Context: an optimization exercise on an open-source flow, tuned for small area, a short achievable clock period and few clock cycles per item. The choices shown serve that exercise and are no tape-out recipe. No functional check of the RTL was part of this run.

--- design/flow/run.sh ---
#!/bin/bash
# synth_recipe.tcl (not shown) runs the flow's synth.tcl, then flattens the netlist and writes it again
# the make line also repeats each setting of config.mk as NAME=value (left out here)
make -C /OpenROAD-flow-scripts/flow DESIGN_CONFIG=/design/flow/config.mk WORK_HOME=/design/flow/orfs CLKGATE_MAP_FILE= SYNTH_SCRIPT=/design/flow/synth_recipe.tcl finish
--- design/flow/config.mk ---
export PLATFORM = sky130hd
export DESIGN_NAME = prime_field_alu
export DESIGN_NICKNAME = prime_field_alu
export VERILOG_FILES = /design/flow/design.v
export SDC_FILE = /design/flow/constraint.sdc
export NUM_CORES = 4
export LEC_CHECK = 0
export CAP_MARGIN = 20
export CORE_MARGIN = 2
export CORE_UTILIZATION = 40
export SETUP_SLACK_MARGIN = 5
export SLEW_MARGIN = 20
--- design/flow/constraint.sdc ---
create_clock -name core_clock -period 10.0 [get_ports {i_clk}]
set_input_delay 2.0000 -clock core_clock [delete_from_list [all_inputs] [get_ports {i_clk}]]
set_output_delay 2.0000 -clock core_clock [all_outputs]
set_load 0.01 [all_outputs]
--- design/flow/design.v ---
package pfa_pkg;
    localparam int unsigned FIELD_W = 30;
    localparam logic [FIELD_W-1:0] FIELD_PRIME = 30'd998244353;
    localparam logic [1:0] OP_ADD = 2'd0;
    localparam logic [1:0] OP_SUB = 2'd1;
    localparam logic [1:0] OP_MUL = 2'd2;
    localparam logic [1:0] OP_DIV = 2'd3;
endpackage
module pfa_mulmod (
    input  logic [31:0] i_us,
    input  logic [31:0] i_uc,
    input  logic [29:0] i_x,
    input  logic [3:0]  i_d,
    output logic [31:0] o_us,
    output logic [31:0] o_uc
);
    logic [35:0] w_p0, w_p1, w_p2, w_p3, w_p4, w_p5;
    logic [35:0] w_as, w_ac, w_bs, w_bc, w_cs, w_cc, w_ws, w_wc;
    logic [35:0] w_am, w_bm, w_cm, w_dm;
    logic [8:0]  w_t;
    logic [13:0] w_ta;
    logic [13:0] w_tb;
    logic [13:0] w_tm;
    logic [8:0]  w_hm;
    logic [13:0] w_t17;
    logic [6:0]  w_q;
    logic [8:0]  w_ha;
    logic [8:0]  w_hb;
    logic [8:0]  w_hc;
    logic [8:0]  w_hs;
    logic [8:0]  w_hk;
    logic [8:0]  w_q119;
    logic [31:0] w_qp_n;
    logic [31:0] w_um;
    function automatic logic [35:0] maj(input logic [35:0] a, input logic [35:0] b,
                                        input logic [35:0] c);
        maj = (a & b) | (a & c) | (b & c);
    endfunction
    assign w_p0 = {i_us, 4'b0};
    assign w_p1 = {i_uc, 4'b0};
    assign w_p2 = 36'(i_x & {30{i_d[0]}});
    assign w_p3 = 36'({i_x & {30{i_d[1]}}, 1'b0});
    assign w_p4 = 36'({i_x & {30{i_d[2]}}, 2'b0});
    assign w_p5 = 36'({i_x & {30{i_d[3]}}, 3'b0});
    assign w_am = maj(w_p0, w_p1, w_p2);
    assign w_as = w_p0 ^ w_p1 ^ w_p2;
    assign w_ac = {w_am[34:0], 1'b0};
    assign w_bm = maj(w_p3, w_p4, w_p5);
    assign w_bs = w_p3 ^ w_p4 ^ w_p5;
    assign w_bc = {w_bm[34:0], 1'b0};
    assign w_cm = maj(w_as, w_ac, w_bs);
    assign w_cs = w_as ^ w_ac ^ w_bs;
    assign w_cc = {w_cm[34:0], 1'b0};
    assign w_dm = maj(w_cs, w_cc, w_bc);
    assign w_ws = w_cs ^ w_cc ^ w_bc;
    assign w_wc = {w_dm[34:0], 1'b0};
    pfa_fadd #(.W(9)) u_tadd (
        .i_a (w_ws[35:27]),
        .i_b (w_wc[35:27]),
        .i_c (1'b0),
        .o_s (w_t),
        .o_c ()
    );
    assign w_ta = {1'b0, w_t, 4'b0} ^ {5'b0, w_t} ^ 14'd8;
    assign w_tm = ({1'b0, w_t, 4'b0} & {5'b0, w_t}) | (({1'b0, w_t, 4'b0} | {5'b0, w_t}) & 14'd8);
    assign w_tb = {w_tm[12:0], 1'b0};
    pfa_fadd #(.W(14)) u_t17 (
        .i_a (w_ta),
        .i_b (w_tb),
        .i_c (1'b0),
        .o_s (w_t17),
        .o_c ()
    );
    assign w_q = (w_t[8:3] == 6'b111111) ? 7'd0 : w_t17[13:7];
    assign w_ha = {w_q[1:0], 7'b0};
    assign w_hb = ~{w_q[5:0], 3'b0};
    assign w_hc = ~{2'b0, w_q};
    assign w_hs = w_ha ^ w_hb ^ w_hc;
    assign w_hm = (w_ha & w_hb) | (w_ha & w_hc) | (w_hb & w_hc);
    assign w_hk = {w_hm[7:0], 1'b1};
    pfa_fadd #(.W(9)) u_q119 (
        .i_a (w_hs),
        .i_b (w_hk),
        .i_c (1'b1),
        .o_s (w_q119),
        .o_c ()
    );
    assign w_qp_n = ~{w_q119, 16'b0, w_q};
    assign w_um = (w_ws[31:0] & w_wc[31:0]) | (w_ws[31:0] & w_qp_n) | (w_wc[31:0] & w_qp_n);
    assign o_us = w_ws[31:0] ^ w_wc[31:0] ^ w_qp_n;
    assign o_uc = {w_um[30:0], 1'b1};
endmodule
module pfa_fadd #(
    parameter int W = 32
) (
    input  logic [W-1:0] i_a,
    input  logic [W-1:0] i_b,
    input  logic         i_c,
    output logic [W-1:0] o_s,
    output logic         o_c
);
    logic [W-1:0] w_g;
    logic [W-1:0] w_p;
    logic [W-1:0] w_gg;
    logic [W-1:0] w_pp;
    assign w_g = i_a & i_b;
    assign w_p = i_a ^ i_b;
    always_comb begin
        logic [W-1:0] g;
        logic [W-1:0] p;
        g = w_g;
        p = w_p;
        for (int l = 0; (1 << l) < W; l++) begin
            for (int i = 0; i < W; i++) begin
                if (((i >> l) & 1) == 1) begin
                    g[i] = g[i] | (p[i] & g[((i >> l) << l) - 1]);
                    p[i] = p[i] & p[((i >> l) << l) - 1];
                end
            end
        end
        w_gg = g;
        w_pp = p;
    end
    assign o_s = w_p ^ {w_gg[W-2:0] | (w_pp[W-2:0] & {(W-1){i_c}}), i_c};
    assign o_c = w_gg[W-1] | (w_pp[W-1] & i_c);
endmodule
module pfa_dpath (
    input  logic [29:0] i_u,
    input  logic [29:0] i_v,
    output logic        o_sel_u,
    output logic [2:0]  o_k,
    output logic [29:0] o_t,
    output logic        o_t_one
);
    logic [29:0] w_g;
    logic [29:0] w_p;
    logic [29:0] w_gg;
    logic [29:0] w_pp;
    logic [29:0] w_s0;
    logic [29:0] w_s1;
    logic        w_ge;
    logic [29:0] w_t;
    logic [4:0]  w_tl;
    assign w_g = i_u & ~i_v;
    assign w_p = i_u ^ ~i_v;
    always_comb begin
        logic [29:0] g;
        logic [29:0] p;
        g = w_g;
        p = w_p;
        for (int l = 0; l < 5; l++) begin
            for (int i = 0; i < 30; i++) begin
                if (((i >> l) & 1) == 1) begin
                    g[i] = g[i] | (p[i] & g[((i >> l) << l) - 1]);
                    p[i] = p[i] & p[((i >> l) << l) - 1];
                end
            end
        end
        w_gg = g;
        w_pp = p;
    end
    assign w_s0 = w_p ^ {w_gg[28:0], 1'b0};
    assign w_s1 = w_p ^ {w_gg[28:0] | w_pp[28:0], 1'b1};
    assign w_ge = w_gg[29] | w_pp[29];
    always_comb begin
        if (!i_u[0]) begin
            o_sel_u = 1'b1;
            w_t     = i_u;
            w_tl    = i_u[4:0];
        end else if (!i_v[0]) begin
            o_sel_u = 1'b0;
            w_t     = i_v;
            w_tl    = i_v[4:0];
        end else begin
            o_sel_u = w_ge;
            w_t     = w_ge ? w_s1 : ~w_s0;
            w_tl    = w_s1[4:0];
        end
    end
    always_comb begin
        if (w_tl[1])      o_k = 3'd1;
        else if (w_tl[2]) o_k = 3'd2;
        else if (w_tl[3]) o_k = 3'd3;
        else              o_k = 3'd4;
    end
    always_comb begin
        case (o_k)
            3'd1:    o_t = {1'b0, w_t[29:1]};
            3'd2:    o_t = {2'b0, w_t[29:2]};
            3'd3:    o_t = {3'b0, w_t[29:3]};
            default: o_t = {4'b0, w_t[29:4]};
        endcase
    end
    assign o_t_one = (o_t == 30'd1);
endmodule
module prime_field_alu (
    input  logic        i_clk,
    input  logic        i_rst_n,
    input  logic        i_in_valid,
    output logic        o_in_ready,
    input  logic [1:0]  i_in_opcode,
    input  logic [29:0] i_in_operand_a,
    input  logic [29:0] i_in_operand_b,
    output logic        o_out_valid,
    input  logic        i_out_ready,
    output logic [29:0] o_out_result
);
    localparam logic [29:0] P = pfa_pkg::FIELD_PRIME;
    logic [31:0] r_1;
    logic [31:0] r_2;
    logic [29:0] r_3;
    logic [29:0] r_4;
    logic [1:0]  r_op;
    logic [2:0]  r_cnt;
    logic        r_busy;
    logic        r_done;
    logic        r_u_one;
    logic [29:0] r_out;
    logic        r_out_v;
    logic        w_is_mul;
    logic        w_is_div;
    logic        w_in_mul;
    logic        w_in_div;
    logic        w_complete;
    logic        w_out_free;
    logic        w_wr_out;
    logic        w_ready;
    logic        w_accept;
    logic        w_mul_step;
    logic        w_div_step;
    logic [29:0] w_a_red;
    logic [29:0] w_b_red;
    logic        w_mask_x;
    logic        w_mask_y;
    logic        w_sub;
    logic        w_mf;
    logic [30:0] w_x;
    logic [30:0] w_y;
    logic [33:0] w_y1;
    logic [33:0] w_k;
    logic [33:0] w_s1;
    logic [33:0] w_s2;
    logic [3:0]  w_lo4;
    logic [3:0]  w_mk;
    logic [3:0]  w_m;
    logic [10:0] w_m119;
    logic [33:0] w_mp;
    logic        w_use2;
    logic [33:0] w_c1s;
    logic [33:0] w_c1m;
    logic [33:0] w_c2s;
    logic [33:0] w_c2m;
    logic [29:0] w_h1;
    logic [29:0] w_h2;
    logic [2:0]  w_gk;
    logic        w_pick2;
    logic [29:0] w_madd;
    logic [31:0] w_us;
    logic [31:0] w_uc;
    logic        w_sel_u;
    logic [29:0] w_t;
    logic [29:0] w_z;
    logic        w_t_one;
    function automatic logic [29:0] reduce(input logic [29:0] v);
        logic lo_zero;
        logic ge;
        lo_zero = (v[22:0] == 23'd0);
        ge      = (v[29:23] > 7'd119) || (v[29:23] == 7'd119 && !lo_zero);
        reduce  = ge ? {7'(v[29:23] - 7'd119 - 7'(lo_zero)), 23'(v[22:0] - 23'd1)} : v;
    endfunction
    assign w_is_mul   = (r_op == pfa_pkg::OP_MUL);
    assign w_is_div   = (r_op == pfa_pkg::OP_DIV);
    assign w_in_mul   = (i_in_opcode == pfa_pkg::OP_MUL);
    assign w_in_div   = (i_in_opcode == pfa_pkg::OP_DIV);
    assign w_complete = r_busy && (!r_op[1] || (w_is_mul && r_cnt == 3'd7) ||
                                   (w_is_div && r_done));
    assign w_out_free = !r_out_v || i_out_ready;
    assign w_wr_out   = w_complete && w_out_free;
    assign w_ready    = !r_busy || w_wr_out;
    assign w_accept   = i_in_valid && w_ready;
    assign w_mul_step = r_busy && w_is_mul && r_cnt != 3'd7;
    assign w_div_step = r_busy && w_is_div && !r_done;
    assign w_a_red = reduce(i_in_operand_a);
    assign w_b_red = reduce(i_in_operand_b);
    always_comb begin
        w_mask_x = 1'b1;
        w_mask_y = 1'b1;
        w_sub    = (r_op == pfa_pkg::OP_SUB);
        w_mf     = w_is_mul;
        if (w_is_div) begin
            if (r_done) begin
                w_mask_x = r_u_one;
                w_mask_y = !r_u_one;
                w_sub    = !r_u_one;
            end else begin
                w_mask_x = !(r_3[0] && !r_4[0]);
                w_mask_y = r_3[0];
            end
        end
    end
    assign w_x   = {r_1[30] & w_mf, r_1[29:0] & {30{w_mask_x}}};
    assign w_y   = {r_2[30] & w_mf, r_2[29:0] & {30{w_mask_y}}};
    assign w_y1  = w_sub ? ~{3'b0, w_y} : {3'b0, w_y};
    assign w_k   = w_sub ? 34'(P) : 34'(-{4'b0, P});
    assign w_lo4 = w_x[3:0] + w_y[3:0];
    always_comb begin
        case (w_gk)
            3'd1:    w_mk = 4'b0001;
            3'd2:    w_mk = 4'b0011;
            3'd3:    w_mk = 4'b0111;
            default: w_mk = 4'b1111;
        endcase
    end
    assign w_m    = (w_is_div && !r_done) ? (4'(-w_lo4) & w_mk) : 4'd0;
    assign w_m119 = 11'(w_m) * 11'd119;
    assign w_mp   = {w_m119, 19'b0, w_m};
    assign w_use2 = ((w_lo4 & w_mk) == 4'd1);
    assign w_c1s = {3'b0, w_x} ^ w_y1 ^ w_mp;
    assign w_c1m = ({3'b0, w_x} & w_y1) | ({3'b0, w_x} & w_mp) | (w_y1 & w_mp);
    assign w_c2s = {3'b0, w_x} ^ w_y1 ^ w_k;
    assign w_c2m = ({3'b0, w_x} & w_y1) | ({3'b0, w_x} & w_k) | (w_y1 & w_k);
    pfa_fadd #(.W(34)) u_add1 (
        .i_a (w_c1s),
        .i_b ({w_c1m[32:0], w_sub}),
        .i_c (1'b0),
        .o_s (w_s1),
        .o_c ()
    );
    pfa_fadd #(.W(34)) u_add2 (
        .i_a (w_c2s),
        .i_b ({w_c2m[32:0], w_sub}),
        .i_c (1'b0),
        .o_s (w_s2),
        .o_c ()
    );
    assign w_pick2 = w_sub ? w_s1[33] :
                     ((w_mf && w_s1[31]) ? w_s2[31] : !w_s2[33]);
    assign w_madd  = w_pick2 ? w_s2[29:0] : w_s1[29:0];
    always_comb begin
        case (w_gk)
            3'd1:    begin w_h1 = w_s1[30:1]; w_h2 = {1'b0, w_s2[29:1]}; end
            3'd2:    begin w_h1 = w_s1[31:2]; w_h2 = {2'b0, w_s2[29:2]}; end
            3'd3:    begin w_h1 = w_s1[32:3]; w_h2 = {3'b0, w_s2[29:3]}; end
            default: begin w_h1 = w_s1[33:4]; w_h2 = {4'b0, w_s2[29:4]}; end
        endcase
    end
    assign w_z = (w_pick2 && w_use2) ? w_h2 : w_h1;
    pfa_mulmod u_mulmod (
        .i_x  (r_3),
        .i_d  (r_4[27:24]),
        .i_us (r_1),
        .i_uc (r_2),
        .o_us (w_us),
        .o_uc (w_uc)
    );
    pfa_dpath u_gcd (
        .i_u     (r_3),
        .i_v     (r_4),
        .o_sel_u (w_sel_u),
        .o_k     (w_gk),
        .o_t     (w_t),
        .o_t_one (w_t_one)
    );
    always_ff @(posedge i_clk) begin
        if (w_accept) begin
            r_1     <= w_in_mul ? 32'(w_a_red & {30{w_b_red[28]}}) : 32'(w_a_red);
            r_2     <= w_in_mul ? 32'({w_a_red & {30{w_b_red[29]}}, 1'b0}) :
                       (w_in_div ? 32'd0 : 32'(w_b_red));
            r_3     <= w_in_div ? w_b_red : w_a_red;
            r_4     <= w_in_div ? P : w_b_red;
            r_op    <= i_in_opcode;
            r_cnt   <= '0;
            r_done  <= (w_b_red[29:1] == 29'd0);
            r_u_one <= w_b_red[0];
        end else if (w_mul_step) begin
            r_1   <= w_us;
            r_2   <= w_uc;
            r_4   <= {r_4[25:0], 4'b0};
            r_cnt <= r_cnt + 3'd1;
        end else if (w_div_step) begin
            if (w_sel_u) begin
                r_3 <= w_t;
                r_1 <= 32'(w_z);
            end else begin
                r_4 <= w_t;
                r_2 <= 32'(w_z);
            end
            r_done  <= w_t_one;
            r_u_one <= w_sel_u;
        end
        if (w_wr_out) begin
            r_out <= w_madd;
        end
    end
    always_ff @(posedge i_clk) begin
        if (!i_rst_n) begin
            r_busy  <= 1'b0;
            r_out_v <= 1'b0;
        end else begin
            if (w_accept) begin
                r_busy <= 1'b1;
            end else if (w_wr_out) begin
                r_busy <= 1'b0;
            end
            if (w_wr_out) begin
                r_out_v <= 1'b1;
            end else if (i_out_ready) begin
                r_out_v <= 1'b0;
            end
        end
    end
    assign o_in_ready   = w_ready;
    assign o_out_valid  = r_out_v;
    assign o_out_result = r_out;
endmodule
==> results_dict.tcl <==
set metrics [dict create \
    cts_buffer_depth 2 \
    cp_slowest_stage_delay_ns 0.59 \
    fin_crit_ns 8.29 \
    slew_violations 0 \
    synth-edff-count 158 \
    drt_pass1_iterations 9 \
    max_freq_mhz 121 \
    hold_violations 0 \
    worstSetupPathType "reg2reg" \
    hold_class "reg2reg" \
    numCtsBuffers 17 \
    slew_headroom 0.213 \
    period_share 0.829 \
    grt_usage 0.347 \
    arrival_ns 8.68 \
    path_clk_slew_ns 0.08 \
    root_buffer "clkbuf_16" \
    area_delta_synth_final_pct 28.9 \
    path_max_fanout 4 \
    insertion_delay_ns 0.52 \
    place_hpwl_mm 87.1 \
    worst_pin_slew_ns 1.18 \
    slowest_stage "fa_1" \
    first_global_vias 26300 \
    final_cell_mix "289 x nand2_1, 268 x inv_1, 213 x ha_1" \
    cts_hold_repair.buffers 0 \
    critPathLaunchType "register" \
    fin_util 0.523 \
    ff2ff_setup_slack_ns 1.71 \
    drt_iter0_drc 3177 \
    grt_pass1_wl_mm 171 \
    die_w_um 257 \
    nNetsFinal 3791 \
    ys_ff_latch 163 \
    drc_errors 0 \
    end_kind "register" \
    final_common_cell "nand2_1" \
    drive_gt1_frac 0.236 \
    die_y_um 257 \
    fin_tns_setup_ns 0 \
    routabilityCongestion 1.02 \
    antenna_found_initial 3 \
    r2r_start "r_4[0]" \
    worstReg2RegEnd "r_2[3]" \
    cts_tree "yes" \
    overflow 0 \
    wl_mm 118 \
    coreArea_mm2 0.0633 \
    portBuffers 97 \
    ys_types 108 \
    cp_data_required_time_ns 10.39 \
    r2r_cells 36 \
    start_util 0.406 \
    setup_viol 0 \
    drv_cap 0 \
    synthFlopType "edfxtp_1" \
    min_to "r_cnt[1]" \
    postRouteAntennaNets 0 \
    outcome "finished clean" \
    num_antenna_cells 0 \
    hold_depth 2 \
    htreeDepth 4 \
    fin_skew_ns 0.0229 \
    cts_sinks 163 \
    synth_cells 3087 \
    grt_max_degree 59 \
    rsz0062_at_grt "true" \
    synthArstFlopShare 0 \
    wl_per_cell_um 28.1 \
    dieArea_mm2 0.0663 \
    synth.cell_area_mm2 0.0257 \
    via_per_inst 6.41 \
    io_pins 98 \
    yosysWarnings 6 \
    yosysSeqAreaShare 0.189 \
    syn_avg_cell_area_um2 8.32 \
    min-delay-start "r_cnt[1]" \
    vias 26800 \
    synth_fp_nets 3561 \
    floorplan.rows 92 \
]
==> worst max-delay path, delay by kind of cell, from the launching register on <==
| kind | cells | cell delay, ns |
|---|---|---|
| fa+ha+maj | 9 | 3.09 |
| compound gates | 10 | 1.81 |
| xor+xnor | 5 | 1.09 |
| simple gates | 5 | 0.79 |
| mux | 1 | 0.56 |
| flops | 1 | 0.45 |
| buf+inv | 6 | 0.36 |
==> synth_stat cells (10+ instances only) <==
cell type | count | area (um2)
a211oi_1 | 24 | 180
fa_1 | 163 | 3260
nor3_1 | 47 | 235
xor2_1 | 49 | 429
o21bai_1 | 10 | 75.1
nor2b_1 | 18 | 113
o31ai_1 | 15 | 113
or2_2 | 10 | 62.6
nor4_1 | 18 | 113
a21o_1 | 41 | 308
a21boi_0 | 10 | 75.1
and4_1 | 10 | 87.6
o22ai_1 | 56 | 350
nor2_1 | 183 | 687
nand3b_1 | 11 | 82.6
o21ai_1 | 19 | 95.1
and3_1 | 16 | 100
clkbuf_1 | 113 | 424
o221ai_1 | 62 | 543
mux2i_1 | 36 | 360
o21ai_0 | 184 | 921
ha_1 | 245 | 3070
buf_2 | 19 | 95.1
a31oi_1 | 25 | 156
o2111ai_1 | 10 | 87.6
a221oi_1 | 16 | 140
edfxtp_1 | 158 | 4740
nand2b_1 | 24 | 150
a211o_1 | 17 | 149
and2_1 | 127 | 795
nand4_1 | 18 | 113
a22oi_1 | 21 | 158
nand3_1 | 77 | 385
xnor2_1 | 131 | 1150
a221o_1 | 11 | 110
inv_1 | 289 | 1080
o21a_1 | 17 | 128
or3_1 | 14 | 87.6
nand2_1 | 328 | 1230
a21oi_1 | 202 | 1010
o211ai_1 | 51 | 383
buf_1 | 24 | 90.1
==> state kept, by name, summed over array words and instances, names as in the netlist <==
signal,cells
r_3,30
r_done,1
r_busy,1
r_cnt,3
r_out,30
r_u_one,1
r_2,32
r_op,2
r_out_v,1
r_1,32
r_4,30
==> metal layers <==
layer  global-route usage  wire [um]  vias to the layer above
met5                    0          0                        -
met1                0.430      44200                    13100
met2                0.555      53300                     1668
met4                0.208       8440                        0
li1                     -          -                    11500
met3               0.0740      11500                      431
==> how the worst max path moves through the flow <==
stage          startpoint  endpoint  slack [ns]
6_report           r_4[0]    r_2[3]        1.71
5_1_grt            r_4[0]    r_2[3]        1.39
4_1_cts            r_4[0]   r_1[14]        1.90
3_5_place_dp       r_4[0]    r_1[8]        0.99
3_3_place_gp       r_4[0]    r_1[8]        1.07
2_1_floorplan      r_4[0]   r_1[14]        2.03
==> repair_timing <==
action                                 in CTS  in global routing
gates cloned                               10                  0
endpoints found under the hold margin       0                  0
gates resized for setup                   380                207
setup endpoints to repair                 250                163
buffers inserted                          144                 65
pin swaps                                 118                114
==> per-stage QoR <==
stage	instance area [um2]	instances	hold WS (ns)	setup slack (ns)
after global placement	28300	3925	0.450	1.07
after floorplan	26700	3087	0.440	2.03
final	33100	4176	0.474	1.71
after CTS	31800	4111	0.470	1.90
after detailed placement	28300	3925	0.460	0.986
after global routing	33100	4176	0.509	1.39
==> cell type report <==
cell class	count	area (um2)
well taps	846	1060
inverters	293	1120
multi-input cells	2471	21900
repair buffers	371	3570
clock inverters	15	169
clock buffers	17	425
fillers	5843	30200
flip-flops and latches	163	4840
==> cell families (layout without fill, tap and decap cells) <==
group / count (synthesis) / count (layout) / synth area share
AOI/OAI and AO/OA: 895 / 897 / 0.236
xor gates and xnor gates: 180 / 180 / 0.0614
adders and majority gates: 408 / 408 / 0.246
buffers and inverters: 457 / 696 / 0.0698
DFF: 163 / 163 / 0.189
muxes: 46 / 46 / 0.0197
and+or+nand+nor: 938 / 940 / 0.178

re-timing with driven ports:
The results above use ideal ports. As a check the final layout listed here was re-extracted and re-timed, cells and wires unchanged.
Step 1 sets driving cells, clkbuf_16 on the clock port and buf_2 on the other inputs (assumed; they add their load-dependent delay and slew).
Step 2 times the ports against the registers' clock, not the clock port: input delays grow and output delays shrink by t, the midpoint of the rising clock arrivals with the driver on.
a / b / c = ideal / step 1 / step 2; a / b = the first two.
t (ns): 0.577
setup WS [ns]: 1.712 / 1.712 / 1.712
latest minus earliest clock arrival (ns): 0.023 / 0.024
pins driven straight from the clock port: 1
After both steps setup and hold are still met in this run. The setup slack of this run moves by 0.000 ns with the drivers and by 0.000 ns with both steps.
